This design comes from an exercise in tuning for small area, a short achievable clock period and few clock cycles on the open sky130 flow, not from production work. Where RTL was checked, it was by simulation tests only, not by an equivalence proof against the original. Power and IR drop assume default switching activity.

the previous run:
## hyperloglog_sketch_core
module hyperloglog_sketch_core (
  input  logic        clk,
  input  logic        rst_n,
  input  logic        in_valid,
  output logic        in_ready,
  input  logic [2:0]  in_opcode,
  input  logic [31:0] in_hash_value,
  input  logic [9:0]  in_reg_index,
  input  logic [4:0]  in_reg_value,
  output logic        out_valid,
  input  logic        out_ready,
  output logic [4:0]  out_read_value,
  output logic [31:0] out_cardinality,
  output logic        out_saturated,
  output logic        out_changed
);
clock: 11.0 ns
lec_check: 0
abc_clock_period_in_ps: 2000
cap_margin: 60
core_margin: 2
core_utilization: 30
setup_slack_margin: 5
slew_margin: 60
run.sh (not shown) runs the stock make flow with config.mk's settings and CLKGATE_MAP_FILE= SYNTH_SCRIPT=/design/flow/synth_recipe.tcl, a recipe that flattens the netlist after the stock synthesis.
The previous run: done, clean on timing, DRC and antenna
The following lists how the current run was set up differently from the previous run:
- changing ABC_CLOCK_PERIOD_IN_PS from 2000 to 3000
- changing CAP_MARGIN from 60 to 30
- changing SLEW_MARGIN from 60 to 30
## What came out
Taking the previous run as the reference, in the current run combinational share of power moved down, total clock buffers created by CTS lost 0.61%, cell area after layout went down 0.0019 mm2, number of cells in the finished layout apart from fillers down 69, overall global routing resource usage has remained practically unchanged. Worst setup slack, the previous run and the current run, higher one = the current run. The current run vs. the previous run: clock power comparable; clock power share now larger; slack of the worst reg-to-reg path now larger; area growth from synthesis to layout now smaller. Between the current run and the previous run, the post-synthesis instance area figures differ only marginally.
Function was not checked in any run of this note: the RTL went through the layout flow alone.

---

rev 12:
Another version of the RTL of hyperloglog_sketch_core (not shown whole).
For scale: roughly 3200 flip-flops, roughly 95 I/O pins, ~130000 µm² of cells after synthesis.
export LEC_CHECK = 0
export CAP_MARGIN = 50
export CORE_MARGIN = 2
export CORE_UTILIZATION = 30
export SETUP_SLACK_MARGIN = 5
export SLEW_MARGIN = 50
create_clock -name core_clock -period 11.0 [get_ports {clk}]
Rev 12 finished end to end and its layout was clean on timing, DRC and antenna.
Testbench counts of rev 12, summed over its fixed seeds: cycles 15,167.
Edits applied to the flow inputs when going from rev 12 to rev 13:
==> flow/flow/run.sh (new file) <==
#!/bin/bash
# Layout flow: the standard flow (standard.sh, every ORFS step from
# synthesis to the final layout, unchanged), with one change in how the layout
# is made: the buffers that global placement puts on every input and output
# port are buf_4 cells instead of the default choice.
set -e
export BUFFER_PORTS_ARGS="-buffer_cell sky130_fd_sc_hd__buf_4"
bash standard.sh > standard.log 2>&1
==> flow/standard.sh (new file) <==
#!/bin/bash
# synth_recipe.tcl (not shown) runs the flow's synth.tcl, then flattens the netlist and writes it again
# the make line also repeats each setting of config.mk as NAME=value (left out here)
make -C /OpenROAD-flow-scripts/flow DESIGN_CONFIG=/design/flow/config.mk WORK_HOME=/design/flow/orfs CLKGATE_MAP_FILE= SYNTH_SCRIPT=/design/flow/synth_recipe.tcl "${@:-finish}"
removed: flow/run.sh
[summary]
- On post-detailed-routing wire length, rev 12 and rev 13 are basically level.
- Going from rev 12 to rev 13, area of the mapped netlist ~0 delta, proportion of cell area occupied by registers went up by 0.20 points, hold slack shows a reduction of 3.7 ps, insertion delay to the later sink of the worst-skew pair picked up an extra 20 ps, layout overhead on the synthesized area now smaller.

---

job 8707:
hyperloglog_sketch_core, a different RTL version from the one above (not shown whole).
Size: roughly 3100 flip-flops, roughly 95 I/O pins, ~130000 um^2 of cells after synthesis.
clock: 11.0 ns
lec_check: 0
cap_margin: 30
core_margin: 2
core_utilization: 30
setup_slack_margin: 5
slew_margin: 80
Stock flow here: none of the scripts above is used.
Setup changes, job 8707 to job 7110
Settings: CAP_MARGIN now 70, was 30; SLEW_MARGIN now 70, was 80.
==> comparison <==
Note that the final net count recorded for job 8707 amounts to 1.06 times the value seen in job 7110.
Via count (job 7110 vs. job 8707) decreases by a few percent
Taking job 8707 as the reference point, the minimum clock period after layout of job 7110 falls by 1.19 ns.
The clock skew number comes out higher for job 7110 vs job 8707.
Looking at first-pass GRT wire length, job 7110 sits 2.7% lower than job 8707 does.
Compared to job 8707, job 7110 has number of global-route vias before repair 4.3% lower.
Job 7110 vs. job 8707: worst slew margin relative to its limit went down by 5.9 points.
Comparing job 7110 and job 8707, the lower area used by multi-input combinational logic is on job 7110.
Against job 8707, job 7110 comes in 1 lower on number of search-and-repair iterations in the first detailed-routing pass.
Job 7110 ended up with a lower logic gate share of total power than job 8707 did.
STATUS achievable frequency: job 7110 wins against job 8707
No run of this note included a check of the RTL's function; only the layout flow was run.

[afterwards: timing with drivers on the ports]
How much do the figures lean on ideal ports? The routed layouts below were timed once more, with nothing changed but the port constraints. Step 1 (the two cells are an assumption about what drives the block):
set clk [get_ports {clk}]
set_driving_cell -lib_cell sky130_fd_sc_hd__clkbuf_16 $clk
set_driving_cell -lib_cell sky130_fd_sc_hd__buf_2 [delete_from_list [all_inputs] $clk]
Step 2 moves the port delays by t, midway between the first and last clock arrival at a register: inputs arrive t later, outputs are due t later. That takes back most of the time a late clock gives input paths. Three values: ideal ports, drivers, drivers and shift; two values: the first two.
run	shift t [ns]	slack for setup (ns)	worst slew at a driven data input, ns
the previous run	1.003	5.359 / 5.359 / 5.359	0.28
the current run	0.999	5.488 / 5.488 / 5.488	0.29
rev 12	1.034	6.753 / 6.753 / 6.011	0.26
rev 13	1.021	6.749 / 6.749 / 6.371	0.25
job 8707	0.965	5.445 / 5.445 / 5.445	0.16
job 7110	0.965	6.630 / 6.526 / 6.129	0.17
After both steps setup and hold are still met in every run listed. The setup slack of rev 12, which loses most, moves by 0.000 ns with the drivers and by -0.742 ns with both steps.
